This is an optimization exercise on Yosys and OpenROAD, whose aim is small area, a short achievable clock period and few clock cycles per item, not a production implementation. Only simulation tests tie the RTL to the original design; equivalence was not proved. Power figures rest on the tool's default switching activity, not on a simulated workload.

==> design/flow/design.v <==
`timescale 1ns/1ns
`default_nettype none
module carry_select_adder #(
    parameter int WIDTH = 64
) (
    input  logic             clk,
    input  logic             arst_n,
    input  logic             in_valid,
    input  logic             cin,
    input  logic [WIDTH-1:0] a,
    input  logic [WIDTH-1:0] b,
    output logic             out_valid,
    output logic             cout,
    output logic [WIDTH-1:0] sum
);
    always_ff @(posedge clk or negedge arst_n)
    begin
        if (!arst_n)
        begin
            out_valid <= 1'b0;
        end
        else
        begin
            out_valid <= in_valid;
        end
    end
    always_ff @(posedge clk)
    begin
        {cout, sum} <= {1'b0, a} + {1'b0, b} + {{WIDTH{1'b0}}, cin};
    end
endmodule
`default_nettype wire
==> design/flow/flow/run.sh <==
#!/bin/bash
# Standard layout with two changes:
#  - the combinational logic of the standard synthesis is replaced by the
#    hand-mapped prefix adder netgen.py writes (same registers, same names),
#  - the port buffers are plain buf_1 cells.
set -euo pipefail
cd "$(dirname "$0")/.."
ARCH=$(cat flow/arch.txt)
export BUFFER_PORTS_ARGS="-buffer_cell sky130_fd_sc_hd__buf_1"
bash standard.sh synth > synth_flow.log 2>&1
R=orfs/results/sky130hd/carry_select_adder/base
python3 flow/netgen.py $ARCH $R/netgen.v > netgen.log 2>&1
python3 flow/swap.py $R/1_2_yosys.v $R/netgen.v > swap.log 2>&1
rm -f $R/1_synth.odb
bash standard.sh > standard_flow.log 2>&1
==> design/flow/flow/arch.txt <==
lf
==> design/flow/flow/netgen.py <==
#!/usr/bin/env python3
"""Writes a hand-mapped sky130hd gate netlist of carry_select_adder: a 64-bit
parallel-prefix adder whose result (sum, cout) and in_valid are registered
(latency 1). The registers carry the names and cell types that the standard
synthesis of rtl/carry_select_adder.sv gives them, so the layout's registers pair
with it; the logic between them is built here from inverting gates (NAND/NOR,
AOI21/OAI21 alternating by level) instead of by ABC.

usage: netgen.py ARCH OUT.v
ARCH: sk, ks, bk, lf, hc, or sparse variants (see prefix_graph).
"""
import math
import sys

W = 64
P = "sky130_fd_sc_hd__"


def prefix_graph(arch, n):
    """Levels of (i, j) ops: node i := node i o node j, j < i."""
    L = math.ceil(math.log2(n))
    levels = []
    if arch == "ks":
        for l in range(L):
            d = 1 << l
            levels.append([(i, i - d) for i in range(d, n)])
    elif arch == "sk":
        for l in range(L):
            lv = []
            for i in range(n):
                if (i >> l) & 1:
                    lv.append((i, ((i >> l) << l) - 1))
            levels.append(lv)
    elif arch == "bk":
        for l in range(L):
            d = 1 << l
            lv = [(i, i - d) for i in range(2 * d - 1, n, 2 * d)]
            if lv:
                levels.append(lv)
        for l in range(L - 2, -1, -1):
            d = 1 << l
            lv = [(i, i - d) for i in range(3 * d - 1, n, 2 * d)]
            if lv:
                levels.append(lv)
    elif arch in ("lf", "lf2"):
        # Sklansky on every 2nd (lf) or 4th (lf2, Brent-Kung pre/post) node
        k = 1 if arch == "lf" else 2
        step = 1 << k
        for l in range(k):
            d = 1 << l
            levels.append([(i, i - d) for i in range(2 * d - 1, n, 2 * d)])
        m = n // step
        for l in range(int(math.log2(m))):
            lv = []
            for q in range(m):
                if (q >> l) & 1:
                    jq = ((q >> l) << l) - 1
                    lv.append((step * q + step - 1, step * jq + step - 1))
            levels.append(lv)
        for l in range(k - 1, -1, -1):
            d = 1 << l
            lv = [(i, i - d) for i in range(3 * d - 1, n, 2 * d)]
            levels.append(lv)
    elif arch == "hc":
        levels.append([(i, i - 1) for i in range(1, n, 2)])
        for l in range(1, L):
            d = 1 << l
            levels.append([(i, i - d) for i in range(1, n, 2) if i - d >= 1])
        levels.append([(i, i - 1) for i in range(2, n, 2)])
    else:
        raise SystemExit("unknown arch " + arch)
    return levels


class Net:
    def __init__(self):
        self.cells = []  # (type, name, {pin: net})
        self.n = 0
        self.inv_cache = {}

    def new(self, base="n"):
        self.n += 1
        return "%s_%d" % (base, self.n)

    def cell(self, typ, pins, out_pin, base="n"):
        o = self.new(base)
        d = dict(pins)
        d[out_pin] = o
        self.cells.append((typ, "u_%d" % len(self.cells), d))
        return o

    def inv(self, s):
        if s not in self.inv_cache:
            o = self.cell(P + "inv_1", {"A": s}, "Y")
            self.inv_cache[s] = o
            self.inv_cache[o] = s
        return self.inv_cache[s]


def build(arch):
    net = Net()
    a = ["a[%d]" % i for i in range(W)]
    b = ["b[%d]" % i for i in range(W)]
    # node: dict(g=(sig, pol), t=(sig, pol) or None, lo=int); pol True = positive
    nodes = []
    for i in range(W):
        if i == 0:
            # G0 = maj(a0, b0, cin), inverted
            g = net.cell(P + "a222oi_1", {"A1": a[0], "A2": b[0], "B1": a[0], "B2": "cin",
                                         "C1": b[0], "C2": "cin"}, "Y")
            nodes.append({"g": (g, False), "t": None, "lo": 0})
        else:
            g = net.cell(P + "nand2_1", {"A": a[i], "B": b[i]}, "Y")
            t = net.cell(P + "nor2_1", {"A": a[i], "B": b[i]}, "Y")
            nodes.append({"g": (g, False), "t": (t, False), "lo": i})
    p = [net.cell(P + "xor2_1", {"A": a[i], "B": b[i]}, "X") for i in range(W)]

    def as_pol(sp, pol):
        s, sp_pol = sp
        return s if sp_pol == pol else net.inv(s)

    for lv in prefix_graph(arch, W):
        new = {}
        for (i, j) in lv:
            ni, nj = nodes[i], nodes[j]
            pol = ni["g"][1]
            gi = ni["g"][0]
            ti = as_pol(ni["t"], pol)
            gj = as_pol(nj["g"], pol)
            if pol:
                g = net.cell(P + "a21oi_1", {"A1": ti, "A2": gj, "B1": gi}, "Y")
            else:
                g = net.cell(P + "o21ai_0", {"A1": ti, "A2": gj, "B1": gi}, "Y")
            t = None
            if nj["lo"] > 0:
                tj = as_pol(nj["t"], pol)
                if pol:
                    t = (net.cell(P + "nand2_1", {"A": ti, "B": tj}, "Y"), not pol)
                else:
                    t = (net.cell(P + "nor2_1", {"A": ti, "B": tj}, "Y"), not pol)
            new[i] = {"g": (g, not pol), "t": t, "lo": nj["lo"]}
        for i, v in new.items():
            nodes[i] = v
    for i in range(W):
        assert nodes[i]["lo"] == 0, (arch, i)
    d = {}
    d["sum[0]"] = net.cell(P + "xor2_1", {"A": p[0], "B": "cin"}, "X")
    for i in range(1, W):
        c, pol = nodes[i - 1]["g"]
        typ = "xor2_1" if pol else "xnor2_1"
        d["sum[%d]" % i] = net.cell(P + typ, {"A": p[i], "B": c}, "X" if pol else "Y")
    c, pol = nodes[W - 1]["g"]
    d["cout"] = c if pol else net.inv(c)
    return net, d


def prune(net, keep):
    used = set(keep)
    changed = True
    cells = net.cells
    outs = {"X", "Y"}
    while changed:
        changed = False
        used = set(keep)
        for typ, name, pins in cells:
            for pn, s in pins.items():
                if pn not in outs:
                    used.add(s)
        nc = [c for c in cells if any(s in used for pn, s in c[2].items() if pn in outs)]
        if len(nc) != len(cells):
            changed = True
            cells = nc
    net.cells = cells


def esc(s):
    return "\\" + s + " " if "$" in s else s


def write(net, d, out):
    keep = list(d.values())
    prune(net, keep)
    wires = set()
    for typ, name, pins in net.cells:
        for pn, s in pins.items():
            if not ("[" in s or s in ("cin", "clk", "arst_n", "in_valid")):
                wires.add(s)
    o = []
    o.append("module carry_select_adder(clk, arst_n, in_valid, cin, a, b, out_valid, cout, sum);\n")
    o.append("  input clk;\n  input arst_n;\n  input in_valid;\n  input cin;\n")
    o.append("  input [63:0] a;\n  input [63:0] b;\n  output out_valid;\n  output cout;\n")
    o.append("  output [63:0] sum;\n")
    for w in sorted(wires):
        o.append("  wire %s;\n" % w)
    for typ, name, pins in net.cells:
        conn = ", ".join(".%s(%s)" % (pn, esc(s)) for pn, s in sorted(pins.items()))
        o.append("  %s %s (%s);\n" % (typ, name, conn))
    for k in ["cout"] + ["sum[%d]" % i for i in range(W)]:
        o.append("  %s%s (.CLK(clk), .D(%s), .Q(%s));\n"
                 % (P + "dfxtp_1 ", esc(k + "$_DFF_P_"), esc(d[k]), esc(k)))
    o.append("  %sdfrtp_1 %s (.CLK(clk), .D(in_valid), .Q(out_valid), .RESET_B(arst_n));\n"
             % (P, esc("out_valid$_DFF_PN0_")))
    o.append("endmodule\n")
    open(out, "w").write("".join(o))
    area = {}
    return net


if __name__ == "__main__":
    net, d = build(sys.argv[1])
    write(net, d, sys.argv[2])
    from collections import Counter
    cnt = Counter(c[0] for c in net.cells)
    sys.stderr.write("%s: %d cells %s\n" % (sys.argv[1], len(net.cells), dict(cnt)))
==> design/flow/flow/swap.py <==
#!/usr/bin/env python3
"""usage: swap.py STANDARD.v MINE.v
Replaces the standard synthesis netlist STANDARD.v with MINE.v after checking
that both hold the same registers: same instance names, same cell types."""
import re
import sys

FF = re.compile(r"^\s*(sky130_fd_sc_hd__(?:df|sdf|edf|dl)\w*)\s+(\\\S+|\S+)\s*\(", re.M)


def regs(path):
    return sorted((m.group(2).lstrip("\\"), m.group(1)) for m in FF.finditer(open(path).read()))


std, mine = regs(sys.argv[1]), regs(sys.argv[2])
if std != mine or not std:
    sys.stderr.write("register mismatch:\n std %s\n mine %s\n" % (std[:5], mine[:5]))
    sys.exit(1)
print("registers match: %d" % len(std))
open(sys.argv[1], "w").write(open(sys.argv[2]).read())
==> design/flow/standard.sh <==
#!/bin/bash
# synth_recipe.tcl (not shown) runs the flow's synth.tcl, then flattens the netlist and writes it again
# the make line also repeats each setting of config.mk as NAME=value (left out here)
make -C /OpenROAD-flow-scripts/flow DESIGN_CONFIG=/design/flow/config.mk WORK_HOME=/design/flow/orfs CLKGATE_MAP_FILE= SYNTH_SCRIPT=/design/flow/synth_recipe.tcl "${@:-finish}"
==> design/flow/config.mk <==
export PLATFORM = sky130hd
export DESIGN_NAME = carry_select_adder
export DESIGN_NICKNAME = carry_select_adder
export VERILOG_FILES = /design/flow/design.v
export SDC_FILE = /design/flow/constraint.sdc
export NUM_CORES = 4
export LEC_CHECK = 0
export CAP_MARGIN = 20
export CORE_MARGIN = 2
export CORE_UTILIZATION = 40
export SETUP_SLACK_MARGIN = 1.5
export SLEW_MARGIN = 20
==> design/flow/constraint.sdc <==
create_clock -name core_clock -period 3.5 [get_ports {clk}]
set_input_delay 0.7000 -clock core_clock [delete_from_list [all_inputs] [get_ports {clk}]]
set_output_delay 0.7000 -clock core_clock [all_outputs]
set_load 0.01 [all_outputs]
==> results of run 1 <==
## worst max-delay path, stage by stage
cell,delay [ns]
buf_6,0.10
a222oi_1,0.37
buf_4,0.20
o21ai_4,0.06
a21oi_4,0.19
o21ai_4,0.09
a21oi_4,0.23
buf_6,0.15
clkinvlp_4,0.16
a21oi_2,0.22
o21ai_2,0.08
xor2_1,0.14
## routing by layer
metal,vias up,global-route usage [%]
met5,-,0
met4,0,9.238
met3,19,4.576
met2,141,36.04
met1,2042,22.59
li1,2360,-
## sequential cells by signal, summed over array words and instances, names as in the netlist
register / count
sum: 64
cout: 1
out_valid: 1
## final cells by class
cell class,instances,area (um2)
Clock buffer,12,165.2
Fill cell,951,3879
Clock inverter,4,72.57
Tap cell,133,166.4
Sequential cell,66,1326
Inverter,41,172.7
Multi-Input combinational cell,479,3052
Timing Repair Buffer,226,1023
Timing Repair inverter,1,7.507
## stage by stage
stage / total power, mW / util (%) / instances / area (um2) / setup WS [ns]
CTS: 2.711 / 59.15 / 957 / 5834 / 1.106
detailed placement: 1.773 / 51.31 / 915 / 5061 / 0.3579
floorplan: 1.470 / - / 585 / 4155 / 0.8998
global placement: 1.766 / 51.31 / 915 / 5061 / 0.4063
global route: 2.893 / 60.68 / 962 / 5986 / 0.9266
finish: 2.728 / 60.68 / 962 / 5986 / 1.037
## layout by cell type (no fill, tap or decap), types with 2 or more instances in the layout
cell type   instances
buf_1             194
xor2_1            112
nor2_1            105
nand2_1            92
dfxtp_1            65
o21ai_0            45
inv_1              33
a21oi_1            29
o21ai_2            28
buf_4              18
o21ai_1            13
clkbuf_8           12
buf_6              12
xnor2_1            11
o21ai_4            10
a21oi_2            10
a21oi_4             9
inv_2               5
xnor2_2             5
nor2_2              4
clkinvlp_4          3
nand2_2             3
bufinv_16           2
nor2_4              2
## power groups by stage
stage / clock (mW) / combinational, mW / sequential [mW]
global placement: 0 / 0.771 / 0.995
floorplan: 0 / 0.383 / 1.09
global route: 0.819 / 1.08 / 0.994
finish: 0.765 / 0.983 / 0.979
CTS: 0.792 / 0.940 / 0.979
detailed placement: 0 / 0.779 / 0.994
## how the worst min path moves through the flow
stage / end / slack [ns] / cells after the start
after floorplan: out_valid$_DFF_PN0_ / 0.40 / 0
final: out_valid$_DFF_PN0_ / 0.11 / 1
after detailed placement: out_valid$_DFF_PN0_ / 0.47 / 1
after global placement: out_valid$_DFF_PN0_ / 0.46 / 1
after CTS: out_valid$_DFF_PN0_ / 0.09 / 1
after global routing: out_valid$_DFF_PN0_ / 0.09 / 1
## what timing repair did
item | in CTS | in global routing
cloned | 2 | 0
pin swaps | 27 | 10
gates resized for setup | 100 | 38
setup buffers | 24 | 5
endpoints found under the setup margin | 57 | 56
==> results.ini, run 1 <==
[floorplanning]
die_h_um=105.2
initial_utilization_pct=41.57
die-area_um2=11080
fp-row-count=36
core_region_area_um2=9864
die_w_um=105.2
io_pins=198

[pwr]
p_sw_mw=0.9378
p_sw_share_pct=34.38
pwr-share-clk_pct=28.1
p_int_mw=1.790
p_per_area_nw_per_um2=455.7
p_seq_share_pct=35.9
pwr-share-comb_pct=36.0
vdd_drop_max_uv=222.4
total_leakage_power_nw=2.497

[worst_setup_path]
worst-path-max-fanout=4
start_kind=input pin
critical_path_required_ns=3.72
crit_type=in2reg
cp-end-kind=flop
cp-startpoint=b[0]
endpoint=sum[29]$_DFF_P_
cp.arrival_ns=2.68

[timing]
setup_viol=0
worstMarginPinSlew_ns=0.4435
slew_violations=0
hold_ws_ns=0.1069
period_share_pct=70.36
finalSetupTns_ns=0
relSlewSlack_pct=70.12
min_period_ns=2.463
fmax_mhz=406.1
rsz0062_at_grt=yes
hold_violations=0

[cts]
clk_pin_slew_worst_paths_ns=0.07
h-tree-depth=3
cts_hold_buf=0
cts_buffer_depth=2
clockRootBuffer=clkbuf_8
cts_made_buffers=9
cts_tree=done
clock_sinks=66

[global_route]
grt_pass1_wl_um=18150
grt_use_total_pct=20.15
grt_overflow=0
antenna_found_initial=0
grt_pass1_vias=4274
grt_max_degree=12

[run_status]
run_status=no timing/DRC/antenna violations

[final_layout]
drive_gt1_share_pct=15.44
area_delta_synth_final_pct=45.99
antenna_cells=0
fin_nets=956

[routing]
top_layer=met4
route.met2.wl_um=5725
vias=4562
m1WireLength_um=4802
vias_per_cell=4.742
routed_wl_um=11480
postRouteAntennaNets=0
first_pass_iters=5
drt_iter0_drc=162
wl_met3_um=691
drc=0
avgRoutedWirePerCell_um=11.93

[placement]
place_congestion=0.8122
io_buffers=197
hpwl_um=8623

[yosys]
yosysWarnings=1
synthCells=585
syn_area_um2=4100
syn_area_per_cell_um2=7.009
synth_nets=717

[run]
drv_cap=0

[hold_path]
hold_path.class=in2async

Testbench counts, summed over its fixed seeds: cycles 16,000, items 16,000.
==> run 2, diff against run 1 <==
==> design/flow/flow/arch.txt (replaced) <==
sk
==> results.ini, run 2 <==
[worst_setup_path]
start_kind=input pin
cpLargestDelayFamily=compound AO/OA/AOI/OAI gates
crit_buf_inv=3  ; -1
cp.depth=11  ; -1
endpoint=sum[47]$_DFF_P_
crit_slowest_cell=a222oi_1
cp.arrival_ns=2.54  ; -0.14 ns
cp-startpoint=a[0]
path_cells=buf_8 > a222oi_1 > o21ai_2 > a21oi_2 > o21ai_4 > a21oi_4 > buf_6 > o21ai_4 > clkbuf_16 > a21oi_4 > xnor2_1
max_stage_delay_ns=0.44  ; +0.07 ns
critical_path_required_ns=3.72  ; about the same
cp-end-kind=flop
worst-path-max-fanout=8  ; +4
crit_type=in2reg

[cts]
clk_pin_slew_worst_paths_ns=0.05  ; -0.02 ns
cts_buffer_depth=2  ; unchanged
cts_tree=done
cts_made_buffers=9  ; unchanged
clockRootBuffer=clkbuf_16
clock_sinks=66  ; unchanged
h-tree-depth=3  ; unchanged

[final_layout]
final_common_cell=buf_1
drive_gt1_share_pct=15.10  ; -0.34 points
post-route-util_pct=59.00  ; -1.7 points
fin_nets=1074  ; +12%
largest_register_ffs=64  ; unchanged
area_delta_synth_final_pct=45.41
mostFrequentLayoutCells=buf_1, nor2_1, nand2_1
antenna_cells=0  ; unchanged

[floorplanning]
fp-row-count=39  ; +8.3%
die_h_um=111.2  ; +5.6%
core_region_area_um2=11320  ; +15%
initial_utilization_pct=40.57  ; -0.99 points
die-area_um2=12360  ; +12%
die_w_um=111.2  ; +5.6%
io_pins=198  ; unchanged

[timing]
relSlewSlack_pct=71.75  ; +1.6 points
fmax_mhz=431.2  ; +6.2%
hold_violations=0  ; unchanged
finalSetupTns_ns=0  ; unchanged
setup_viol=0  ; unchanged
worstMarginPinSlew_ns=0.4237  ; -0.01983 ns
period_share_pct=66.27  ; -4.1 points
min_period_ns=2.319  ; -0.1434 ns
rsz0062_at_grt=yes
slew_violations=0  ; unchanged

[yosys]
yosysWarnings=1  ; unchanged
synth_nets=832  ; +16%
syn_area_per_cell_um2=6.562  ; -6.4%
syn_area_um2=4593  ; +12%
synthCells=700  ; +20%

[pwr]
vdd_drop_max_uv=311.2  ; +40%
p_per_area_nw_per_um2=449.4  ; -1.4%
pwr-share-clk_pct=29.7  ; +1.6 points
p_sw_mw=1.041  ; +11%
p_sw_share_pct=34.69  ; +0.30 points
pwr-share-comb_pct=37.3  ; +1.3 points
p_seq_share_pct=32.9  ; -3.0 points
p_int_mw=1.960  ; +9.5%
total_leakage_power_nw=2.780  ; +11%

[routing]
postRouteAntennaNets=0  ; unchanged
first_pass_iters=6  ; +1
routed_wl_um=14030  ; +22%
drt_iter0_drc=305  ; +88%
vias=5310  ; +16%
drc=0  ; unchanged
avgRoutedWirePerCell_um=12.87  ; +7.9%
vias_per_cell=4.872  ; +2.7%

[run_status]
run_status=no timing/DRC/antenna violations

[placement]
io_buffers=197  ; unchanged
hpwl_um=10580  ; +23%
place_congestion=0.9004  ; +11%

[global_route]
grt_max_degree=18  ; +6
grt_use_total_pct=21.55  ; +1.4 points
grt_pass1_wl_um=21740  ; +20%
grt_pass1_vias=4864  ; +14%
grt_overflow=0  ; unchanged
antenna_found_initial=0  ; unchanged

[run]
drv_cap=0  ; unchanged

[hold_path]
hold_path.class=in2async

## run 2: how the worst min path moves through the flow
stage,cells after the start,start,slack [ns],endpoint
after floorplan,0,arst_n,0.40,out_valid$_DFF_PN0_
final,1,arst_n,0.12,out_valid$_DFF_PN0_
after detailed placement,1,arst_n,0.46,out_valid$_DFF_PN0_
after global placement,1,arst_n,0.46,out_valid$_DFF_PN0_
after global routing,1,arst_n,0.11,out_valid$_DFF_PN0_
after CTS,1,arst_n,0.10,out_valid$_DFF_PN0_
## run 2: final cells by class
cell class	instances	area, um2
sequential	66	1326
clock inverter	1	5.005
clock buffer	15	297.8
timing repair inverter	1	6.256
multi-input combinational	576	3515
timing repair buffer	230	1114
fill	1103	4642
inverter	58	236.5
tap	143	178.9
## run 2: stage by stage
| stage | instance area [um2] | hold WS (ns) | cells | power, mW | worst slack [ns] |
|---|---|---|---|---|---|
| finish | 6679 | 0.1227 | 1090 | 3.001 | 1.181 |
| global route | 6679 | 0.1131 | 1090 | 3.185 | 1.067 |
| CTS | 6157 | 0.1021 | 1073 | 2.891 | 1.139 |
| detailed placement | 5582 | 0.4643 | 1044 | 1.895 | 0.2885 |
| global placement | 5582 | 0.4642 | 1044 | 1.884 | 0.3420 |
| floorplan | 4633 | 0.4044 | 700 | 1.544 | 0.9377 |
## run 2: metal layers
layer / track usage (%) / part of all wire (%) / up-vias
met1: 26.05 / 43 / 2345
met4: 9.547 / 1.8 / 0
met5: 0 / 0 / -
met2: 36.02 / 48 / 186
met3: 5.577 / 7.6 / 19
li1: - / - / 2760
## run 2: power groups by stage
stage | Clock [mW] | Combinational [mW] | Sequential [mW]
after floorplan | 0 | 0.453 | 1.09
after global placement | 0 | 0.881 | 1.00
after detailed placement | 0 | 0.892 | 1.00
after CTS | 0.927 | 0.975 | 0.989
after global routing | 0.953 | 1.23 | 1.00
final | 0.893 | 1.12 | 0.988
## run 2: timing repair
action	in CTS	in global routing
hold buffers	0	0
gates cloned	1	2
setup buffers	12	15
endpoints found under the setup margin	55	59
resized for setup	60	107
endpoints found under the hold margin	0	0
pin swaps	16	52
==> run 3, diff against run 2 <==
==> design/flow/flow/arch.txt (replaced) <==
lf2
==> results.ini, run 3 <==
[run_status]
run_status=no timing/DRC/antenna violations

[global_route]
grt_overflow=0  ; unchanged
grt_pass1_vias=3949  ; -19%
grt_pass1_wl_um=16370  ; -25%
grt_use_total_pct=19.73  ; -1.8 points
antenna_found_initial=0  ; unchanged
grt_max_degree=12  ; -6

[cts]
cts_hold_buf=0  ; unchanged
cts_buffer_depth=2  ; unchanged
clock_sinks=66  ; unchanged
cts_tree=done
clockRootBuffer=clkbuf_8
h-tree-depth=3  ; unchanged
cts_made_buffers=9  ; unchanged
clk_pin_slew_worst_paths_ns=0.07  ; +0.02 ns

[yosys]
synth_nets=667  ; -20%
syn_area_um2=3891  ; -15%
synthCells=535  ; -24%
syn_area_per_cell_um2=7.273  ; +11%
yosysWarnings=1  ; unchanged

[pwr]
p_per_area_nw_per_um2=458.1  ; +1.9%
vdd_drop_max_uv=211.8  ; -32%
total_leakage_power_nw=2.452  ; -12%

[final_layout]
largest_register_ffs=64  ; unchanged
antenna_cells=0  ; unchanged
final_common_cell=buf_1
post-route-util_pct=63.47  ; +4.5 points
drive_gt1_share_pct=18.02  ; +2.9 points
area_delta_synth_final_pct=52.15
fin_nets=926  ; -14%
mostFrequentLayoutCells=buf_1, xor2_1, nor2_1

[timing]
slew_violations=0  ; unchanged
min_period_ns=2.552  ; +0.2331 ns
worstMarginPinSlew_ns=0.5168  ; +0.09314 ns
period_share_pct=72.93  ; +6.7 points
hold_violations=0  ; unchanged
rsz0062_at_grt=yes
relSlewSlack_pct=65.55  ; -6.2 points
finalSetupTns_ns=0  ; unchanged
fmax_mhz=391.8  ; -9.1%
setup_ws_ns=0.9476  ; -0.2331 ns
setup_viol=0  ; unchanged

[placement]
hpwl_um=8357  ; -21%
io_buffers=197  ; unchanged
dp_slack_ns=0.3675  ; +0.07902 ns
place_congestion=0.8193  ; -9.0%

[worst_setup_path]
worst-path-max-fanout=6  ; -2
start_kind=input pin
path_cells=buf_6 > a222oi_1 > o21ai_2 > a21oi_4 > o21ai_4 > a21oi_4 > o21ai_4 > buf_6 > a21oi_4 > inv_2 > a21oi_2 > o21ai_2 > xor2_1
cp-end-kind=flop
critical_path_required_ns=3.73  ; about the same
crit_type=in2reg
crit_slowest_cell=a222oi_1
cp.arrival_ns=2.78  ; +0.24 ns
cp-startpoint=b[0]
max_stage_delay_ns=0.51  ; +0.07 ns
cpMostUsedCell=a21oi_4

[floorplanning]
die_h_um=102.6  ; -7.7%
die-area_um2=10530  ; -15%
die_w_um=102.6  ; -7.7%
initial_utilization_pct=41.72  ; +1.1 points
fp-row-count=35  ; -10%
io_pins=198  ; unchanged
core_region_area_um2=9328  ; -18%

[routing]
drt_iter0_drc=122  ; -60%
postRouteAntennaNets=0  ; unchanged
vias_per_cell=4.680  ; -3.9%
avgRoutedWirePerCell_um=11.93  ; -7.3%
drc=0  ; unchanged
routed_wl_um=11070  ; -21%
first_pass_iters=5  ; -1
vias=4343  ; -18%

[hold_path]
hold_path.class=in2async

[run]
drv_cap=0  ; unchanged

-- run 3: cell type report --
type	instances	area, um2
clock buffer	12	155.1
clock inverter	4	73.82
fill	851	3407
inverter	25	98.84
multi-input combinational	444	2880
sequential	66	1326
tap	129	161.4
timing repair buffer	248	1225
-- run 3: final timing paths --
path / endpoint / slack [ns]
setup / recovery: sum[47]$_DFF_P_ / 0.95
hold / removal: out_valid$_DFF_PN0_ / 0.11
max in group asynchronous: out_valid$_DFF_PN0_ / 3.29
min in group core_clock: out_valid$_DFF_PN0_ / 0.47
-- run 3: repair_timing --
action / 4_1_cts / 5_1_grt
buffers inserted: 40 / 11
pin swaps: 25 / 22
resized for setup: 53 / 60
endpoints found under the setup margin: 55 / 59
gates cloned: 0 / 0
-- run 3: power by group --
part	internal [mW]	total [mW]	switching (mW)	leakage, nW
clock network	0.441	0.746	0.305	0.117
logic	0.433	0.989	0.556	1.78
registers	0.929	0.977	0.0481	0.560
total	1.80	2.71	0.910	2.45
-- run 3: metrics by stage --
step	cells	hold slack [ns]	instance area (um2)	total power, mW
after floorplan	535	0.4044	4004	1.461
after global placement	861	0.4636	4905	1.748
after detailed placement	861	0.4709	4905	1.759
after CTS	917	0.1012	5625	2.650
after global routing	928	0.09793	5921	2.878
final	928	0.1117	5921	2.712
-- run 3: per-layer routing --
| layer | track usage [%] | wire length, um |
|---|---|---|
| met1 | 20.72 | 4199 |
| met2 | 36.50 | 5706 |
| met3 | 6.780 | 958 |
| met4 | 6.872 | 206 |
| met5 | 0 | 0 |
-- run 3: critical path: cells and delay by family --
kind | cells | cell delay, ns
xor gates and xnor gates | 1 | 0.14
buffers and inverters | 3 | 0.30
AOI/OAI and AO/OA | 9 | 1.63
==> run 4, diff against run 3 <==
==> design/flow/flow/arch.txt (replaced) <==
bk
==> results.ini, run 4 <==
[pwr]
vdd_drop_max_uv=261.0  ; +23%
p_per_area_nw_per_um2=447.7  ; -2.3%
total_leakage_power_nw=2.323  ; -5.3%

[routing]
routed_wl_um=10120  ; -8.6%
top_layer=met4
avgRoutedWirePerCell_um=11.20  ; -6.1%
drt_iter0_drc=109  ; -11%
first_pass_iters=4  ; -1
vias_per_cell=4.596  ; -1.8%
drc=0  ; unchanged
route.met2.wl_um=5154  ; -9.7%
postRouteAntennaNets=0  ; unchanged
vias=4150  ; -4.4%
m1WireLength_um=4103  ; -2.3%
wl_met3_um=777  ; -19%

[timing]
setup_ws_ns=0.9643  ; +0.01673 ns
finalSetupTns_ns=0  ; unchanged
worstMarginPinSlew_ns=0.4993  ; -0.01754 ns
rsz0062_at_grt=yes
min_period_ns=2.536  ; -0.01673 ns
hold_ws_ns=0.1183  ; +0.006569 ns
relSlewSlack_pct=66.36  ; +0.82 points
slew_violations=0  ; unchanged
period_share_pct=72.45  ; -0.48 points
hold_violations=0  ; unchanged
fmax_mhz=394.4  ; +0.66%
setup_viol=0  ; unchanged

[placement]
hpwl_um=7930  ; -5.1%
dp_slack_ns=0.1854  ; -0.1821 ns
dp.cells=841  ; -2.3%
io_buffers=197  ; unchanged
place_congestion=0.7632  ; -6.8%

[cts]
cts_tree=done
h-tree-depth=3  ; unchanged
clk_pin_slew_worst_paths_ns=0.08  ; about the same
cts_made_buffers=9  ; unchanged
cts_hold_buf=0  ; unchanged
cts_buffer_depth=2  ; unchanged
clock_sinks=66  ; unchanged
clockRootBuffer=clkbuf_8

[final_layout]
fin_nets=901  ; -2.7%
drive_gt1_share_pct=16.80  ; -1.2 points
fin_cells=903  ; -2.7%
num-fill-cells=856  ; +0.59%
largest_register_ffs=64  ; unchanged
final_common_cell=buf_1
mostFrequentLayoutCells=buf_1, xor2_1, nor2_1
area_delta_synth_final_pct=48.52
antenna_cells=0  ; unchanged

[worst_setup_path]
cp-end-kind=flop
cp.arrival_ns=2.76  ; -0.02 ns
critical_path_required_ns=3.73  ; about the same
worst-path-max-fanout=3  ; -3
crit_type=in2reg
start_kind=input pin

[yosys]
synth_nets=647  ; -3.0%
yosysWarnings=1  ; unchanged
syn_area_per_cell_um2=7.395  ; +1.7%
synthCells=515  ; -3.7%
syn_area_um2=3809  ; -2.1%

[floorplanning]
fp-row-count=35  ; unchanged
die_w_um=101.6  ; -1.0%
io_pins=198  ; unchanged
core_region_area_um2=9240  ; -0.94%
die-area_um2=10320  ; -2.0%
initial_utilization_pct=41.22  ; -0.50 points
die_h_um=101.6  ; -1.0%

[run_status]
run_status=no timing/DRC/antenna violations

[global_route]
antenna_found_initial=0  ; unchanged
grt_pass1_vias=3801  ; -3.7%
grt_max_degree=12  ; unchanged
grt_use_total_pct=18.76  ; -0.96 points
grt_overflow=0  ; unchanged
grt_pass1_wl_um=15410  ; -5.9%

[hold_path]
hold_path.class=in2async

[run]
drv_cap=0  ; unchanged

[run 4: per-stage QoR]
stage          total power [mW]  util [%]  cell area (um2)
5_1_grt                   2.707     61.22             5657
4_1_cts                   2.483     58.44             5400
3_5_place_dp              1.745     52.27             4830
3_3_place_gp              1.735     52.27             4830
2_1_floorplan             1.454         -             3929
6_report                  2.532     61.22             5657
[run 4: worst max-delay path: stages]
cell and delay (ns):
buf_8 0.10, a222oi_1 0.33, buf_4 0.19, o21ai_4 0.07, a21oi_4 0.16, o21ai_4 0.08, a21oi_4 0.19, buf_4 0.14
buf_6 0.08, inv_2 0.05, a21oi_4 0.17, o21ai_2 0.10, a21oi_2 0.18, o21ai_2 0.07, xor2_1 0.13
[run 4: power breakdown]
group          switching (mW)  internal, mW  total (mW)
Clock                   0.297         0.325       0.622
Combinational           0.532         0.407       0.939
Sequential             0.0433         0.928       0.971
Total                   0.872          1.66        2.53
[run 4: per-layer routing]
metal,vias to the layer above,GRT usage (%)
met3,7,5.521
met2,126,34.16
li1,2183,-
met1,1834,20.71
met5,-,0
met4,0,6.341
[run 4: final timing paths]
| check | from | to | slack, ns | depth (start not counted) |
|---|---|---|---|---|
| worst max-delay path | a[0] | sum[31]$_DFF_P_ | 0.96 | 15 |
| worst min-delay path | arst_n | out_valid$_DFF_PN0_ | 0.12 | 1 |
| max in group asynchronous | arst_n | out_valid$_DFF_PN0_ | 3.28 | 1 |
| min in group core_clock | in_valid | out_valid$_DFF_PN0_ | 0.51 | 1 |
[run 4: cell type report]
cell class	instances	area, um2	share of cell area (%)
inverters	17	68.82	1.217
well taps	129	161.4	2.853
clock buffers	10	127.6	2.256
flip-flops and latches	66	1326	23.45
multi-input cells	432	2753	48.66
repair buffers	243	1162	20.55
clock inverters	6	57.56	1.017
[run 4: timing repair]
item                       4_1_cts  5_1_grt
pin swaps                       31       29
setup endpoints to repair       52       56
setup buffers                   33       13
resized for setup               42       49
==> run 5, diff against run 4 <==
==> design/flow/flow/arch.txt (replaced) <==
hc
==> results.ini, run 5 <==
[cts]
cts_tree=done
clk_pin_slew_worst_paths_ns=0.07  ; about the same
clockRootBuffer=clkbuf_8
h-tree-depth=3  ; unchanged
cts_made_buffers=9  ; unchanged
cts_buffer_depth=2  ; unchanged
clock_sinks=66  ; unchanged

[timing]
period_share_pct=62.74  ; -9.7 points
hold_violations=0  ; unchanged
rsz0062_at_grt=yes
fmax_mhz=455.4  ; +15%
setup_viol=0  ; unchanged
worstMarginPinSlew_ns=0.3482  ; -0.1511 ns
finalSetupTns_ns=0  ; unchanged
slew_violations=0  ; unchanged
min_period_ns=2.196  ; -0.3399 ns
relSlewSlack_pct=76.54  ; +10 points

[yosys]
yosysWarnings=1  ; unchanged
synth_nets=791  ; +22%
synthCells=659  ; +28%
syn_area_per_cell_um2=6.736  ; -8.9%
syn_area_um2=4439  ; +17%

[worst_setup_path]
critical_path_required_ns=3.75  ; +0.02 ns
cp-end-kind=flop
crit_type=in2reg
cp.arrival_ns=2.44  ; -0.32 ns
worst-path-max-fanout=4  ; +1
start_kind=input pin

[final_layout]
design_area_um2=6691  ; +18%
drive_gt1_share_pct=23.88  ; +7.1 points
mostFrequentLayoutCells=buf_1, nand2_1, xor2_1
fin_nets=1044  ; +16%
area_delta_synth_final_pct=50.73
largest_register_ffs=64  ; unchanged
post-route-util_pct=61.73  ; +0.51 points
antenna_cells=0  ; unchanged
final_common_cell=buf_1
fin_cells=1057  ; +17%

[floorplanning]
initial_utilization_pct=40.95  ; -0.27 points
die_h_um=109.3  ; +7.6%
die-area_um2=11960  ; +16%
io_pins=198  ; unchanged
fp-row-count=38  ; +8.6%
core_region_area_um2=10840  ; +17%
die_w_um=109.3  ; +7.6%

[hold_path]
hold_path.class=in2async

[global_route]
grt_overflow=0  ; unchanged
grt_use_total_pct=24.50  ; +5.7 points
grt_max_degree=11  ; -1
grt_pass1_wl_um=22670  ; +47%
grt_pass1_vias=5016  ; +32%
antenna_found_initial=0  ; unchanged

[pwr]
p_per_area_nw_per_um2=422.6  ; -5.6%
total_leakage_power_nw=2.557  ; +10%
vdd_drop_max_uv=252.4  ; -3.3%

[routing]
postRouteAntennaNets=0  ; unchanged
drt_iter0_drc=200  ; +83%
vias=5248  ; +26%
vias_per_cell=4.965  ; +8.0%
avgRoutedWirePerCell_um=14.28  ; +27%
routed_wl_um=15090  ; +49%
first_pass_iters=6  ; +2
drc=0  ; unchanged

[placement]
dp.cells=996  ; +18%
dpl_cell_area_um2=5429  ; +12%
place_congestion=0.8761  ; +15%
io_buffers=197  ; unchanged
hpwl_um=11860  ; +50%

[run_status]
run_status=no timing/DRC/antenna violations

[run]
drv_cap=0  ; unchanged

-- run 5: cell type report --
type	count	area, um2
fill	1006	4149
multi-input combinational	576	3795
inverter	17	66.31
clock buffer	14	162.7
timing repair buffer	242	1131
clock inverter	2	35.03
sequential	66	1326
tap	140	175.2
-- run 5: what timing repair did --
item | in CTS | in global routing
pin swaps | 32 | 29
gates cloned | 0 | 0
hold buffers | 0 | 0
resized for setup | 115 | 130
setup endpoints to repair | 52 | 51
buffers inserted | 33 | 12
-- run 5: metrics by stage --
stage | power, mW | hold slack [ns] | setup WS (ns)
finish | 2.828 | 0.09136 | 1.304
global route | 3.010 | 0.07942 | 1.225
CTS | 2.724 | 0.07387 | 1.349
detailed placement | 1.898 | 0.4668 | 0.4707
global placement | 1.891 | 0.4634 | 0.5347
floorplan | 1.538 | 0.4044 | 1.039
-- run 5: path summary, 6_finish.rpt --
kind / startpoint / end / slack (ns)
worst max-delay path: b[0] / sum[63]$_DFF_P_ / 1.30
worst min-delay path: arst_n / out_valid$_DFF_PN0_ / 0.09
max in group asynchronous: arst_n / out_valid$_DFF_PN0_ / 3.31
min in group core_clock: in_valid / out_valid$_DFF_PN0_ / 0.45
-- run 5: critical path, stage by stage --
cell and delay [ns]:
buf_6 0.10, a222oi_1 0.34, buf_4 0.19, o21ai_4 0.07, inv_1 0.15, o21ai_4 0.10, a21oi_4 0.24, o21ai_2 0.12
a21oi_2 0.20, o21ai_1 0.09, xor2_1 0.15
-- run 5: report_power, final --
part           switching [mW]  internal (mW)
registers              0.0493          0.933
logic                   0.716          0.467
clock network           0.294          0.368
total                    1.06           1.77
-- run 5: metal layers --
layer  track usage, %  vias up  share of wire (%)
li1                 -     2707                  -
met5                0        -                  0
met2            44.58      145                 51
met3            4.090       24                5.4
met1            28.56     2372                 41
met4            9.313        0                2.4
==> run 6, diff against run 5 <==
==> design/flow/flow/arch.txt (replaced) <==
ks
==> results.ini, run 6 <==
[run_status]
run_status=no timing/DRC/antenna violations

[global_route]
grt_util_met1_pct=42.65  ; +14 points
antenna_found_initial=0  ; unchanged
grt_use_total_pct=32.20  ; +7.7 points
grt_pass1_wl_um=35300  ; +56%
grt_max_degree=15  ; +4
grt_pass1_vias=6681  ; +33%
globalRouteMet2Util_pct=53.77  ; +9.2 points
grt_overflow=0  ; unchanged
met3_usage_pct=5.243  ; +1.2 points
top_usage_layer=met2

[pwr]
p_sw_share_pct=41.72  ; +4.2 points
vdd_drop_max_uv=312.1  ; +24%
pwr-share-comb_pct=42.0  ; +0.2 points
pwr-share-clk_pct=28.8  ; +5.4 points
total_leakage_power_nw=2.770  ; +8.3%
p_int_mw=1.988  ; +12%
p_seq_share_pct=29.2  ; -5.5 points
p_per_area_nw_per_um2=437.9  ; +3.6%
p_sw_mw=1.423  ; +34%

[worst_setup_path]
cp.arrival_ns=2.29  ; -0.15 ns
worst-path-max-fanout=4  ; unchanged
cp-end-kind=flop
critical_path_required_ns=3.73  ; -0.02 ns
crit_type=in2reg
start_kind=input pin

[final_layout]
fin_nets=1280  ; +23%
largest_register_ffs=64  ; unchanged
drive_gt1_share_pct=20.64  ; -3.2 points
num-fill-cells=1428  ; +42%
multi_input_area_um2=4932  ; +30%
regArea_um2=1326  ; unchanged
design_area_um2=7790  ; +16%
area_delta_synth_final_pct=39.88
final_common_cell=buf_1
antenna_cells=0  ; unchanged
mostFrequentLayoutCells=buf_1, nand2_1, nor2_1

[routing]
drc=0  ; unchanged
drt_iter0_drc=539  ; +170%
first_pass_iters=5  ; -1
postRouteAntennaNets=0  ; unchanged
routed_wl_um=24920  ; +65%
vias_per_cell=5.448  ; +9.7%
vias=7262  ; +38%
avgRoutedWirePerCell_um=18.69  ; +31%

[yosys]
synth_nets=1049  ; +33%
synthCells=917  ; +39%
syn_area_per_cell_um2=6.073  ; -9.8%
yosysWarnings=1  ; unchanged
syn_area_um2=5569  ; +25%

[floorplanning]
io_pins=198  ; unchanged
fp-row-count=43  ; +13%
die-area_um2=14880  ; +24%
die_w_um=122.0  ; +12%
die_h_um=122.0  ; +12%
core_region_area_um2=13720  ; +27%
initial_utilization_pct=40.59  ; -0.36 points

[placement]
io_buffers=197  ; unchanged
hpwl_um=20730  ; +75%
dpl_cell_area_um2=6665  ; +23%
place_congestion=0.9989  ; +14%

[hold_path]
hold_path.class=in2async

[timing]
slew_violations=0  ; unchanged
hold_violations=0  ; unchanged
period_share_pct=58.93  ; -3.8 points
finalSetupTns_ns=0  ; unchanged
worstMarginPinSlew_ns=0.5199  ; +0.1717 ns
rsz0062_at_grt=yes
fmax_mhz=484.9  ; +6.5%
relSlewSlack_pct=65.22  ; -11 points
setup_viol=0  ; unchanged
min_period_ns=2.062  ; -0.1333 ns

[cts]
h-tree-depth=3  ; unchanged
clk_pin_slew_worst_paths_ns=0.06  ; about the same
cts_buffer_depth=2  ; unchanged
cts_made_buffers=9  ; unchanged
clockRootBuffer=clkbuf_16
cts_hold_buf=0  ; unchanged
clock_sinks=66  ; unchanged
cts_tree=done

[run]
drv_cap=0  ; unchanged

-- run 6: changes by cell type in the layout (fill, tap and decap cells not counted), moves of 25 or more --
cell and change:
nand2_1 +59, a21oi_1 +49, nor2_1 +45, o21ai_0 +45, nor2_2 +35, a21oi_2 +32
xnor2_1 +25
-- run 6: worst max path at each step --
| stage | slack (ns) | endpoint | from | cells past startpoint |
|---|---|---|---|---|
| after floorplan | 1.10 | sum[63]$_DFF_P_ | a[0] | 8 |
| after global routing | 1.36 | sum[38]$_DFF_P_ | b[6] | 9 |
| after global placement | 0.52 | sum[60]$_DFF_P_ | a[0] | 9 |
| after detailed placement | 0.49 | sum[60]$_DFF_P_ | a[0] | 9 |
| final | 1.44 | sum[48]$_DFF_P_ | b[0] | 10 |
| after CTS | 1.43 | sum[48]$_DFF_P_ | b[0] | 10 |
-- run 6: critical path, cell delays in order --
cell,delay [ns]
buf_6,0.10
a222oi_1,0.34
buf_4,0.21
o21ai_4,0.09
a21oi_4,0.26
o21ai_4,0.14
a21oi_4,0.18
inv_1,0.07
a21oi_2,0.13
xnor2_1,0.08
-- run 6: stage by stage --
| step | cells | util (%) | hold slack, ns | setup WS, ns | total power, mW |
|---|---|---|---|---|---|
| finish | 1333 | 56.78 | 0.09791 | 1.438 | 3.411 |
| CTS | 1327 | 53.45 | 0.09402 | 1.425 | 3.291 |
| global route | 1333 | 56.78 | 0.1042 | 1.363 | 3.569 |
| global placement | 1294 | 48.58 | 0.4640 | 0.5228 | 2.228 |
| floorplan | 917 | - | 0.4044 | 1.100 | 1.729 |
| detailed placement | 1294 | 48.58 | 0.4639 | 0.4871 | 2.220 |
-- run 6: layer usage --
layer / vias up / share of wire [%]
li1: 3557 / -
met1: 3347 / 44
met2: 322 / 47
met3: 36 / 6.7
met4: 0 / 2.0
met5: - / 0
-- run 6: final cells by class --
cell class / instances / area share, %
multi-input combinational: 834 / 63.32
tap: 180 / 2.891
clock inverter: 7 / 1.092
inverter: 17 / 0.8191
sequential: 66 / 17.03
timing repair buffer: 220 / 11.97
clock buffer: 9 / 2.891
-- run 6: repair_timing --
item	in CTS	in global routing
setup buffers	17	6
pin swaps	24	33
endpoints found under the setup margin	58	53
resized for setup	93	172
-- run 6: power by group through the flow --
stage	clock network (mW)	registers, mW	logic (mW)
after floorplan	0	1.10	0.631
after global placement	0	1.01	1.21
after detailed placement	0	1.01	1.21
after CTS	0.991	1.00	1.30
after global routing	1.01	1.01	1.55
final	0.982	0.997	1.43
==> run 7, diff against run 6 <==
==> design/flow/flow/arch.txt (replaced) <==
hc
--- a/design/flow/flow/netgen.py
+++ b/design/flow/flow/netgen.py
@@ -97,29 +97,31 @@
         return self.inv_cache[s]
 
 
-def build(arch):
+def build(arch, pgen="nor2b"):
     net = Net()
     a = ["a[%d]" % i for i in range(W)]
     b = ["b[%d]" % i for i in range(W)]
+    # prefix node k covers bit k-1; node 0 is the carry in.
     # node: dict(g=(sig, pol), t=(sig, pol) or None, lo=int); pol True = positive
-    nodes = []
+    nodes = [{"g": ("cin", True), "t": None, "lo": 0}]
+    gn, tn = [], []
     for i in range(W):
-        if i == 0:
-            # G0 = maj(a0, b0, cin), inverted
-            g = net.cell(P + "a222oi_1", {"A1": a[0], "A2": b[0], "B1": a[0], "B2": "cin",
-                                         "C1": b[0], "C2": "cin"}, "Y")
-            nodes.append({"g": (g, False), "t": None, "lo": 0})
-        else:
-            g = net.cell(P + "nand2_1", {"A": a[i], "B": b[i]}, "Y")
-            t = net.cell(P + "nor2_1", {"A": a[i], "B": b[i]}, "Y")
-            nodes.append({"g": (g, False), "t": (t, False), "lo": i})
-    p = [net.cell(P + "xor2_1", {"A": a[i], "B": b[i]}, "X") for i in range(W)]
+        g = net.cell(P + "nand2_1", {"A": a[i], "B": b[i]}, "Y")
+        t = net.cell(P + "nor2_1", {"A": a[i], "B": b[i]}, "Y")
+        gn.append(g)
+        tn.append(t)
+        nodes.append({"g": (g, False), "t": (t, False), "lo": i + 1})
+    if pgen == "xor":
+        p = [net.cell(P + "xor2_1", {"A": a[i], "B": b[i]}, "X") for i in range(W)]
+    else:
+        # a ^ b = (a | b) & !(a & b)
+        p = [net.cell(P + "nor2b_1", {"A": tn[i], "B_N": gn[i]}, "Y") for i in range(W)]
 
     def as_pol(sp, pol):
         s, sp_pol = sp
         return s if sp_pol == pol else net.inv(s)
 
-    for lv in prefix_graph(arch, W):
+    for lv in prefix_graph(arch, W + 1):
         new = {}
         for (i, j) in lv:
             ni, nj = nodes[i], nodes[j]
@@ -141,15 +143,14 @@
             new[i] = {"g": (g, not pol), "t": t, "lo": nj["lo"]}
         for i, v in new.items():
             nodes[i] = v
+    for k in range(W + 1):
+        assert nodes[k]["lo"] == 0, (arch, k)
+    d = {}
     for i in range(W):
-        assert nodes[i]["lo"] == 0, (arch, i)
-    d = {}
-    d["sum[0]"] = net.cell(P + "xor2_1", {"A": p[0], "B": "cin"}, "X")
-    for i in range(1, W):
-        c, pol = nodes[i - 1]["g"]
+        c, pol = nodes[i]["g"]
         typ = "xor2_1" if pol else "xnor2_1"
         d["sum[%d]" % i] = net.cell(P + typ, {"A": p[i], "B": c}, "X" if pol else "Y")
-    c, pol = nodes[W - 1]["g"]
+    c, pol = nodes[W]["g"]
     d["cout"] = c if pol else net.inv(c)
     return net, d
 
--- a/design/flow/config.mk
+++ b/design/flow/config.mk
@@ -8,5 +8,5 @@
 export CAP_MARGIN = 20
 export CORE_MARGIN = 2
 export CORE_UTILIZATION = 40
-export SETUP_SLACK_MARGIN = 1.5
+export SETUP_SLACK_MARGIN = 1.2
 export SLEW_MARGIN = 20
==> results.ini, run 7 <==
[hold_path]
hold_path.class=in2async

[routing]
routed_wl_um=13890  ; -44%
vias=5141  ; -29%
vias_per_cell=5.030  ; -7.7%
avgRoutedWirePerCell_um=13.59  ; -27%
drt_iter0_drc=228  ; -58%
drc=0  ; unchanged
postRouteAntennaNets=0  ; unchanged
first_pass_iters=6  ; +1

[pwr]
p_per_area_nw_per_um2=451.8  ; +3.2%
total_leakage_power_nw=2.151  ; -22%
vdd_drop_max_uv=225.2  ; -28%

[final_layout]
num-fill-cells=1097  ; -23%
largest_register_ffs=64  ; unchanged
design_area_um2=5767  ; -26%
antenna_cells=0  ; unchanged
fin_nets=1013  ; -21%
area_delta_synth_final_pct=34.69
final_common_cell=buf_1
fin_cells=1022  ; -23%
mostFrequentLayoutCells=buf_1, nor2_1, nand2_1
drive_gt1_share_pct=9.481  ; -11 points

[cts]
cts_hold_buf=0  ; unchanged
cts_tree=done
cts_buffer_depth=2  ; unchanged
cts_made_buffers=9  ; unchanged
clockRootBuffer=clkbuf_8
h-tree-depth=3  ; unchanged
clk_pin_slew_worst_paths_ns=0.08  ; +0.02 ns
clock_sinks=66  ; unchanged

[timing]
relSlewSlack_pct=74.32  ; +9.1 points
setup_viol=0  ; unchanged
slew_violations=0  ; unchanged
rsz0062_at_grt=yes
worstMarginPinSlew_ns=0.3812  ; -0.1388 ns
period_share_pct=64.32  ; +5.4 points
min_period_ns=2.251  ; +0.1887 ns
hold_violations=0  ; unchanged
finalSetupTns_ns=0  ; unchanged
fmax_mhz=444.2  ; -8.4%

[worst_setup_path]
worst-path-max-fanout=3  ; -1
crit_type=in2reg
start_kind=input pin
critical_path_required_ns=3.74  ; about the same
cp-end-kind=flop
cp.arrival_ns=2.49  ; +0.20 ns

[global_route]
grt_pass1_wl_um=21660  ; -39%
globalRouteMet2Util_pct=37.52  ; -16 points
grt_overflow=0  ; unchanged
grt_util_met1_pct=32.31  ; -10 points
grt_use_total_pct=23.79  ; -8.4 points
met3_usage_pct=4.782  ; -0.46 points
grt_max_degree=13  ; -2
antenna_found_initial=0  ; unchanged
grt_pass1_vias=4821  ; -28%
top_usage_layer=met2

[yosys]
syn_area_um2=4282  ; -23%
syn_area_per_cell_um2=6.477  ; +6.7%
synthCells=661  ; -28%
synth_nets=793  ; -24%
yosysWarnings=1  ; unchanged

[floorplanning]
initial_utilization_pct=41.29  ; +0.70 points
fp-row-count=37  ; -14%
die-area_um2=11550  ; -22%
die_w_um=107.5  ; -12%
core_region_area_um2=10370  ; -24%
io_pins=198  ; unchanged
die_h_um=107.5  ; -12%

[placement]
place_congestion=0.9455  ; -5.3%
dp.cells=995  ; -23%
dpl_cell_area_um2=5206  ; -22%
io_buffers=197  ; unchanged
hpwl_um=11700  ; -44%

[run]
drv_cap=0  ; unchanged

[run_status]
run_status=no timing/DRC/antenna violations

## run 7: changes by cell type in the layout (fill, tap and decap cells not counted), sizes merged, moves of 10 or more
cell and delta:
buf -10, xor2 -43, a21oi -75, xnor2 -21
o21ai -53, nor2b +64, nor2 -74, nand2 -53
## run 7: final timing paths
path                          start             endpoint  slack (ns)  cells after the start
hold / removal               arst_n  out_valid$_DFF_PN0_         0.1                      1
max in group asynchronous    arst_n  out_valid$_DFF_PN0_        3.31                      1
setup / recovery              a[18]      sum[48]$_DFF_P_        1.25                     10
min in group core_clock    in_valid  out_valid$_DFF_PN0_        0.46                      1
## run 7: stage by stage
stage	util, %	total power [mW]	setup WS (ns)	hold WS, ns
3_5_place_dp	50.21	1.783	0.3550	0.4647
6_report	55.61	2.605	1.249	0.09940
3_3_place_gp	50.21	1.778	0.3899	0.4638
4_1_cts	53.37	2.560	1.171	0.08536
2_1_floorplan	-	1.465	1.214	0.4044
5_1_grt	55.61	2.759	1.122	0.08004
## run 7: power by group
| group | internal, mW | leakage (nW) | switching (mW) | total, mW |
|---|---|---|---|---|
| registers | 0.913 | 0.560 | 0.0427 | 0.956 |
| clock network | 0.422 | 0.109 | 0.321 | 0.742 |
| logic | 0.330 | 1.48 | 0.577 | 0.907 |
## run 7: worst max-delay path, cell delays in order
cell and delay [ns]:
buf_1 0.09, nor2_1 0.16, o21ai_0 0.18, a21oi_1 0.23
o21ai_0 0.19, a21oi_1 0.27, o21ai_0 0.13, a21oi_2 0.25
o21ai_0 0.14, xor2_1 0.15
## run 7: repair_timing
action	4_1_cts	5_1_grt
setup endpoints to repair	29	32
buffers inserted	5	6
pin swaps	1	16
gates resized for setup	24	71
## run 7: layout make-up
| class | count | area [um2] | area share (%) |
|---|---|---|---|
| clock buffers | 10 | 137.6 | 2.387 |
| clock inverters | 6 | 88.84 | 1.540 |
| inverters | 17 | 63.81 | 1.107 |
| flip-flops and latches | 66 | 1326 | 23.00 |
| well taps | 136 | 170.2 | 2.951 |
| multi-input cells | 578 | 3151 | 54.63 |
| repair buffers | 209 | 829.5 | 14.38 |
## run 7: metal layers
layer  wire [um]  up-vias
met5           0        -
met3         854       19
met4         254        0
li1            -     2623
met2        6051      167
met1        6728     2332
==> run 8, diff against run 7 <==
--- a/design/flow/config.mk
+++ b/design/flow/config.mk
@@ -8,5 +8,4 @@
 export CAP_MARGIN = 20
 export CORE_MARGIN = 2
 export CORE_UTILIZATION = 40
-export SETUP_SLACK_MARGIN = 1.2
 export SLEW_MARGIN = 20
==> results.ini, run 8 <==
[run_status]
run_status=no timing/DRC/antenna violations

[worst_setup_path]
cpLargestDelayFamily=compound AO/OA/AOI/OAI gates
crit_buf_inv=2  ; +1
critical_path_required_ns=3.74  ; about the same
worst-path-max-fanout=5  ; +2
cp.arrival_ns=2.96  ; +0.47 ns
crit_type=in2reg
cp-end-kind=flop
crit_slowest_cell=a21oi_1
start_kind=input pin
cp.depth=10  ; unchanged
path_cells=buf_1 > nor2_1 > o21ai_0 > a21oi_1 > o21ai_0 > a21oi_1 > inv_1 > a21oi_1 > o21ai_0 > xor2_1
max_stage_delay_ns=0.46  ; +0.19 ns

[routing]
postRouteAntennaNets=0  ; unchanged
routed_wl_um=13680  ; -1.5%
first_pass_iters=5  ; -1
vias=5153  ; +0.23%
vias_per_cell=5.072  ; +0.83%
drc=0  ; unchanged
avgRoutedWirePerCell_um=13.47  ; -0.92%
drt_iter0_drc=346  ; +52%

[floorplanning]
io_pins=198  ; unchanged
die_h_um=107.5  ; unchanged
core_region_area_um2=10370  ; unchanged
fp-row-count=37  ; unchanged
die-area_um2=11550  ; unchanged
die_w_um=107.5  ; unchanged
initial_utilization_pct=41.29  ; unchanged

[cts]
h-tree-depth=3  ; unchanged
cts_tree=done
cts_made_buffers=9  ; unchanged
cts_hold_buf=0  ; unchanged
cts_resized=0  ; -100%
post-cts-setup-buffers=0  ; -5
clk_pin_slew_worst_paths_ns=0.07  ; about the same
cts_buffer_depth=2  ; unchanged
clock_sinks=66  ; unchanged
clockRootBuffer=clkbuf_8

[yosys]
syn_area_per_cell_um2=6.477  ; unchanged
synth_nets=793  ; unchanged
synthCells=661  ; unchanged
syn_area_um2=4282  ; unchanged
yosysWarnings=1  ; unchanged

[pwr]
power_mw=2.444  ; -6.2%
vdd_drop_max_uv=209.7  ; -6.9%
total_leakage_power_nw=2.092  ; -2.7%
p_per_area_nw_per_um2=449.4  ; -0.53%

[final_layout]
fin_nets=1008  ; -0.49%
drive_gt1_share_pct=2.386  ; -7.1 points
final_common_cell=buf_1
mostFrequentLayoutCells=buf_1, nor2_1, nand2_1, o21ai_0, a21oi_1
largest_register_ffs=64  ; unchanged
antenna_cells=0  ; unchanged
area_delta_synth_final_pct=27.03

[timing]
period_share_pct=77.65  ; +13 points
hold_violations=0  ; unchanged
worstMarginPinSlew_ns=0.6597  ; +0.2785 ns
rsz0062_at_grt=no
fmax_mhz=368.0  ; -17%
setup_viol=0  ; unchanged
slew_violations=0  ; unchanged
finalSetupTns_ns=0  ; unchanged
setup_ws_ns=0.7824  ; -0.4664 ns
relSlewSlack_pct=55.56  ; -19 points
min_period_ns=2.718  ; +0.4664 ns

[global_route]
grt_overflow=0  ; unchanged
grt_pass1_vias=4907  ; +1.8%
grt_pass1_wl_um=21470  ; -0.90%
antenna_found_initial=0  ; unchanged
grt_use_total_pct=23.80  ; about the same
grt_max_degree=12  ; -1

[placement]
place_congestion=0.9378  ; -0.81%
io_buffers=197  ; unchanged
dp_slack_ns=0.4633  ; +0.1083 ns
hpwl_um=11750  ; +0.41%

[run]
drv_cap=0  ; unchanged

[hold_path]
hold_path.class=in2async

-- run 8: area by class of cell --
cell class	count	area [um2]
Clock inverter	3	40.04
Fill cell	1104	4931
Inverter	17	63.81
Sequential cell	66	1326
Tap cell	136	170.2
Clock buffer	12	155.1
Multi-Input combinational cell	578	2892
Timing Repair Buffer	204	792.0
-- run 8: how the worst max path moves through the flow --
| stage | slack (ns) | from | endpoint |
|---|---|---|---|
| 3_3_place_gp | 0.57 | a[0] | sum[48]$_DFF_P_ |
| 5_1_grt | 0.55 | a[0] | sum[48]$_DFF_P_ |
| 3_5_place_dp | 0.46 | a[0] | sum[48]$_DFF_P_ |
| 6_report | 0.78 | a[2] | sum[48]$_DFF_P_ |
| 4_1_cts | 0.83 | a[0] | cout$_DFF_P_ |
| 2_1_floorplan | 0.88 | a[0] | sum[32]$_DFF_P_ |
-- run 8: where the power goes --
group          total [mW]  internal, mW  switching (mW)
Combinational       0.822         0.294           0.527
Clock               0.664         0.362           0.302
Sequential          0.958         0.913          0.0448
Total                2.44          1.57           0.874
-- run 8: stage by stage --
stage          instance area, um2  hold slack [ns]  utilization, %  cells
2_1_floorplan                4282           0.4044               -    661
3_3_place_gp                 5244           0.4645           50.57   1001
3_5_place_dp                 5244           0.4643           50.57   1001
4_1_cts                      5439          0.07904           52.45   1016
5_1_grt                      5439          0.06967           52.45   1016
6_report                     5439          0.09331           52.45   1016
-- run 8: layer usage --
layer	track usage [%]	part of all wire, %	vias up
met4	8.791	1.8	0
li1	-	-	2617
met2	38.16	44	194
met1	31.53	46	2324
met5	0	0	-
met3	4.964	8.2	18
==> run 9, diff against run 8 <==
==> design/flow/flow/arch.txt (replaced) <==
lf2
==> results.ini, run 9 <==
[pwr]
vdd_drop_max_uv=204.4  ; -2.5%
p_per_area_nw_per_um2=478.6  ; +6.5%
total_leakage_power_nw=1.944  ; -7.1%
power_mw=2.330  ; -4.7%

[final_layout]
area_delta_synth_final_pct=30.40
largest_register_ffs=64  ; unchanged
fin_cells=866  ; -15%
regArea_um2=1326  ; unchanged
antenna_cells=0  ; unchanged
mostFrequentLayoutCells=buf_1, nor2_1, nand2_1, o21ai_0, dfxtp_1
num-fill-cells=919  ; -17%
multi_input_area_um2=2313  ; -20%
fin_nets=882  ; -13%
final_common_cell=buf_1
drive_gt1_share_pct=2.649  ; +0.26 points

[floorplanning]
io_pins=198  ; unchanged
core_region_area_um2=9153  ; -12%
initial_utilization_pct=40.79  ; -0.50 points
die-area_um2=10120  ; -12%
die_w_um=100.6  ; -6.4%
fp-row-count=35  ; -5.4%
die_h_um=100.6  ; -6.4%

[timing]
finalSetupTns_ns=0  ; unchanged
rsz0062_at_grt=no
setup_viol=0  ; unchanged
fmax_mhz=343.1  ; -6.8%
min_period_ns=2.915  ; +0.1969 ns
hold_violations=0  ; unchanged
slew_violations=0  ; unchanged
worstMarginPinSlew_ns=0.4305  ; -0.2292 ns
period_share_pct=83.27  ; +5.6 points
relSlewSlack_pct=71.00  ; +15 points

[routing]
drc=0  ; unchanged
vias_per_cell=4.627  ; -8.8%
drt_iter0_drc=122  ; -65%
routed_wl_um=9185  ; -33%
avgRoutedWirePerCell_um=10.61  ; -21%
first_pass_iters=4  ; -1
postRouteAntennaNets=0  ; unchanged
vias=4007  ; -22%

[worst_setup_path]
start_kind=input pin
cp.arrival_ns=3.18  ; +0.22 ns
crit_type=in2reg
worst-path-max-fanout=7  ; +2
critical_path_required_ns=3.77  ; +0.03 ns
cp-end-kind=flop

[global_route]
antenna_found_initial=0  ; unchanged
grt_pass1_vias=3676  ; -25%
grt_use_total_pct=18.24  ; -5.6 points
grt_max_degree=12  ; unchanged
grt_overflow=0  ; unchanged
grt_pass1_wl_um=14980  ; -30%

[yosys]
syn_area_um2=3734  ; -13%
yosysWarnings=1  ; unchanged
syn_area_per_cell_um2=6.953  ; +7.3%
synthCells=537  ; -19%
synth_nets=669  ; -16%

[hold_path]
hold_path.class=in2async

[run]
drv_cap=0  ; unchanged

[cts]
post-cts-setup-buffers=0  ; unchanged
cts_resized=0  ; unchanged
clock_sinks=66  ; unchanged
clk_pin_slew_worst_paths_ns=0.08  ; about the same
h-tree-depth=3  ; unchanged
clockRootBuffer=clkbuf_8
cts_made_buffers=9  ; unchanged
cts_tree=done
cts_hold_buf=0  ; unchanged
cts_buffer_depth=2  ; unchanged

[placement]
place_congestion=0.8425  ; -10%
hpwl_um=7822  ; -33%
dp.cells=850  ; -15%
io_buffers=197  ; unchanged

[run_status]
run_status=no timing/DRC/antenna violations

==> run 9: metal layers <==
layer  share of wire, %  track usage (%)
met3                7.8            5.895
met1                 44            21.16
met2                 46            31.79
met4                2.0            5.690
met5                  0                0
==> run 9: report_power, final <==
group / internal (mW) / switching, mW
clock network: 0.419 / 0.295
logic: 0.262 / 0.405
registers: 0.909 / 0.0412
total: 1.59 / 0.741
==> run 9: worst paths after layout <==
path / start / endpoint / slack, ns / cells past startpoint
worst max-delay path: a[0] / sum[50]$_DFF_P_ / 0.59 / 14
worst min-delay path: arst_n / out_valid$_DFF_PN0_ / 0.10 / 1
max in group asynchronous: arst_n / out_valid$_DFF_PN0_ / 3.30 / 1
min in group core_clock: in_valid / out_valid$_DFF_PN0_ / 0.45 / 1
==> run 9: cell type report <==
cell class,count,share of cell area [%]
Multi-Input combinational cell,446,47.52
Sequential cell,66,27.24
Timing Repair Buffer,202,15.96
Clock buffer,11,2.904
Tap cell,111,2.853
Inverter,25,1.928
Clock inverter,5,1.593
==> run 9: per-stage QoR <==
step	instance area, um2	hold slack, ns	utilization [%]	setup WS [ns]
global placement	4649	0.4620	50.80	0.3184
detailed placement	4649	0.4648	50.80	0.1944
CTS	4868	0.08853	53.19	0.5392
global route	4868	0.08013	53.19	0.1664
finish	4868	0.1046	53.19	0.5855
floorplan	3734	0.4044	-	0.2584
==> run 9: critical path, stage by stage <==
cell     delay (ns)
buf_1          0.11
nor2_1         0.07
o21ai_0        0.35
a21oi_1        0.20
o21ai_0        0.19
buf_4          0.16
a21oi_1        0.09
o21ai_0        0.15
buf_4          0.18
inv_1          0.10
o21ai_0        0.34
a21oi_1        0.16
o21ai_0        0.22
xor2_1         0.15
==> run 10, diff against run 9 <==
--- a/design/flow/config.mk
+++ b/design/flow/config.mk
@@ -8,4 +8,5 @@
 export CAP_MARGIN = 20
 export CORE_MARGIN = 2
 export CORE_UTILIZATION = 40
+export SETUP_SLACK_MARGIN = 1.2
 export SLEW_MARGIN = 20
==> results.ini, run 10 <==
[placement]
place_congestion=0.8494  ; +0.82%
dp_slack_ns=0.7276  ; +0.5332 ns
io_buffers=197  ; unchanged
hpwl_um=7695  ; -1.6%

[routing]
vias=4108  ; +2.5%
postRouteAntennaNets=0  ; unchanged
first_pass_iters=4  ; unchanged
avgRoutedWirePerCell_um=11.04  ; +4.1%
routed_wl_um=9658  ; +5.1%
vias_per_cell=4.695  ; +1.5%

[pwr]
p_sw_mw=0.7964  ; +7.5%
p_seq_share_pct=40.0  ; -0.8 points
vdd_drop_max_uv=200.7  ; -1.8%
p_sw_share_pct=33.56  ; +1.8 points
p_int_mw=1.576  ; -0.82%
pwr-share-comb_pct=33.3  ; +4.7 points
p_per_area_nw_per_um2=439.3  ; -8.2%
pwr-share-clk_pct=26.7  ; -3.9 points

[worst_setup_path]
start_kind=input pin
critical_path_required_ns=3.76  ; about the same
path_cells=buf_1 > nor2_2 > nor2_2 > nand2_1 > nor2_2 > a21oi_4 > o21ai_4 > clkinv_4 > o21ai_4 > a21oi_2 > o21ai_1 > xor2_1
crit_buf_inv=2  ; -2
cpLargestDelayFamily=compound AO/OA/AOI/OAI gates
worst-path-max-fanout=6  ; -1
cpMostUsedCell=nor2_2
crit_slowest_cell=o21ai_4
crit_type=in2reg
cp.arrival_ns=2.53  ; -0.65 ns

[timing]
worstMarginPinSlew_ns=0.4216  ; -0.008933 ns
setup_ws_ns=1.238  ; +0.6522 ns
relSlewSlack_pct=71.60  ; +0.60 points
min_period_ns=2.262  ; -0.6522 ns
setup_viol=0  ; unchanged
slew_violations=0  ; unchanged
fmax_mhz=442.0  ; +29%

[yosys]
synthCells=537  ; unchanged
yosysWarnings=1  ; unchanged
syn_area_um2=3734  ; unchanged
syn_area_per_cell_um2=6.953  ; unchanged
synth_nets=669  ; unchanged

[floorplanning]
die_w_um=100.6  ; unchanged
core_region_area_um2=9153  ; unchanged
fp-row-count=35  ; unchanged
io_pins=198  ; unchanged
die_h_um=100.6  ; unchanged
initial_utilization_pct=40.79  ; unchanged
die-area_um2=10120  ; unchanged

[final_layout]
largest_register_ffs=64  ; unchanged
final_common_cell=buf_1
num-fill-cells=895  ; -2.6%
fin_nets=891  ; +1.0%
drive_gt1_share_pct=19.24  ; +17 points
post-route-util_pct=59.02  ; +5.8 points
regArea_um2=1326  ; unchanged
area_delta_synth_final_pct=44.67
multi_input_area_um2=2723  ; +18%

[run_status]
run_status=no timing/DRC/antenna violations

[global_route]
antenna_found_initial=0  ; unchanged
grt_pass1_vias=3697  ; +0.57%
grt_overflow=0  ; unchanged
grt_use_total_pct=17.84  ; -0.40 points

[cts]
cts_hold_buf=0  ; unchanged
clock_sinks=66  ; unchanged
clockRootBuffer=clkbuf_8
cts_made_buffers=9  ; unchanged
h-tree-depth=3  ; unchanged
clk_pin_slew_worst_paths_ns=0.07  ; about the same
cts_buffer_depth=2  ; unchanged
cts_tree=done

[hold_path]
hold_path.class=in2async

[run]
drv_cap=0  ; unchanged

-- run 10: per-stage QoR --
step | hold WS (ns) | cell area, um2 | std cells | power [mW]
final | 0.1127 | 5401 | 875 | 2.373
after global routing | 0.09907 | 5401 | 875 | 2.527
after CTS | 0.09354 | 5035 | 862 | 2.335
after detailed placement | 0.4639 | 4832 | 845 | 1.684
after global placement | 0.4645 | 4832 | 845 | 1.676
after floorplan | 0.4044 | 3954 | 537 | 1.430
-- run 10: layout make-up --
class / instances / share of cell area (%)
multi-input combinational: 446 / 50.41
clock inverter: 3 / 0.7413
timing repair buffer: 211 / 17.10
clock buffer: 13 / 2.757
tap: 111 / 2.571
inverter: 25 / 1.876
sequential: 66 / 24.55
-- run 10: per-layer routing --
layer / track usage (%) / part of all wire (%) / wire length [um] / up-vias
met1: 19.68 / 40 / 3861 / 1793
met5: 0 / 0 / 0 / -
met3: 6.449 / 8.2 / 791 / 16
met4: 8.430 / 2.1 / 207 / 0
li1: - / - / - / 2172
met2: 30.41 / 50 / 4797 / 127
-- run 10: path summary, 6_finish.rpt --
check                          from                   to  slack [ns]  depth (start not counted)
setup / recovery               a[9]      sum[62]$_DFF_P_        1.24                         12
hold / removal               arst_n  out_valid$_DFF_PN0_        0.11                          1
max in group asynchronous    arst_n  out_valid$_DFF_PN0_        3.29                          1
min in group core_clock    in_valid  out_valid$_DFF_PN0_        0.46                          1
-- run 10: repair_timing --
action | CTS | global route
pin swaps | 2 | 42
gates resized for setup | 4 | 114
buffers inserted | 1 | 13
setup endpoints to repair | 11 | 22
-- run 10: power groups by stage --
| stage | logic [mW] | registers [mW] | clock network [mW] |
|---|---|---|---|
| 2_1_floorplan | 0.381 | 1.05 | 0 |
| 3_3_place_gp | 0.709 | 0.967 | 0 |
| 3_5_place_dp | 0.716 | 0.968 | 0 |
| 4_1_cts | 0.724 | 0.952 | 0.659 |
| 5_1_grt | 0.881 | 0.965 | 0.680 |
| 6_report | 0.789 | 0.950 | 0.634 |

Re-timed with assumed drivers on the ports (clkbuf_16 on the clock, buf_2 on other inputs), run 10 has 1.231 ns of setup slack against 1.238 ns with ideal ports, and 0.871 ns once port delays also move by the mid clock arrival of 0.360 ns.
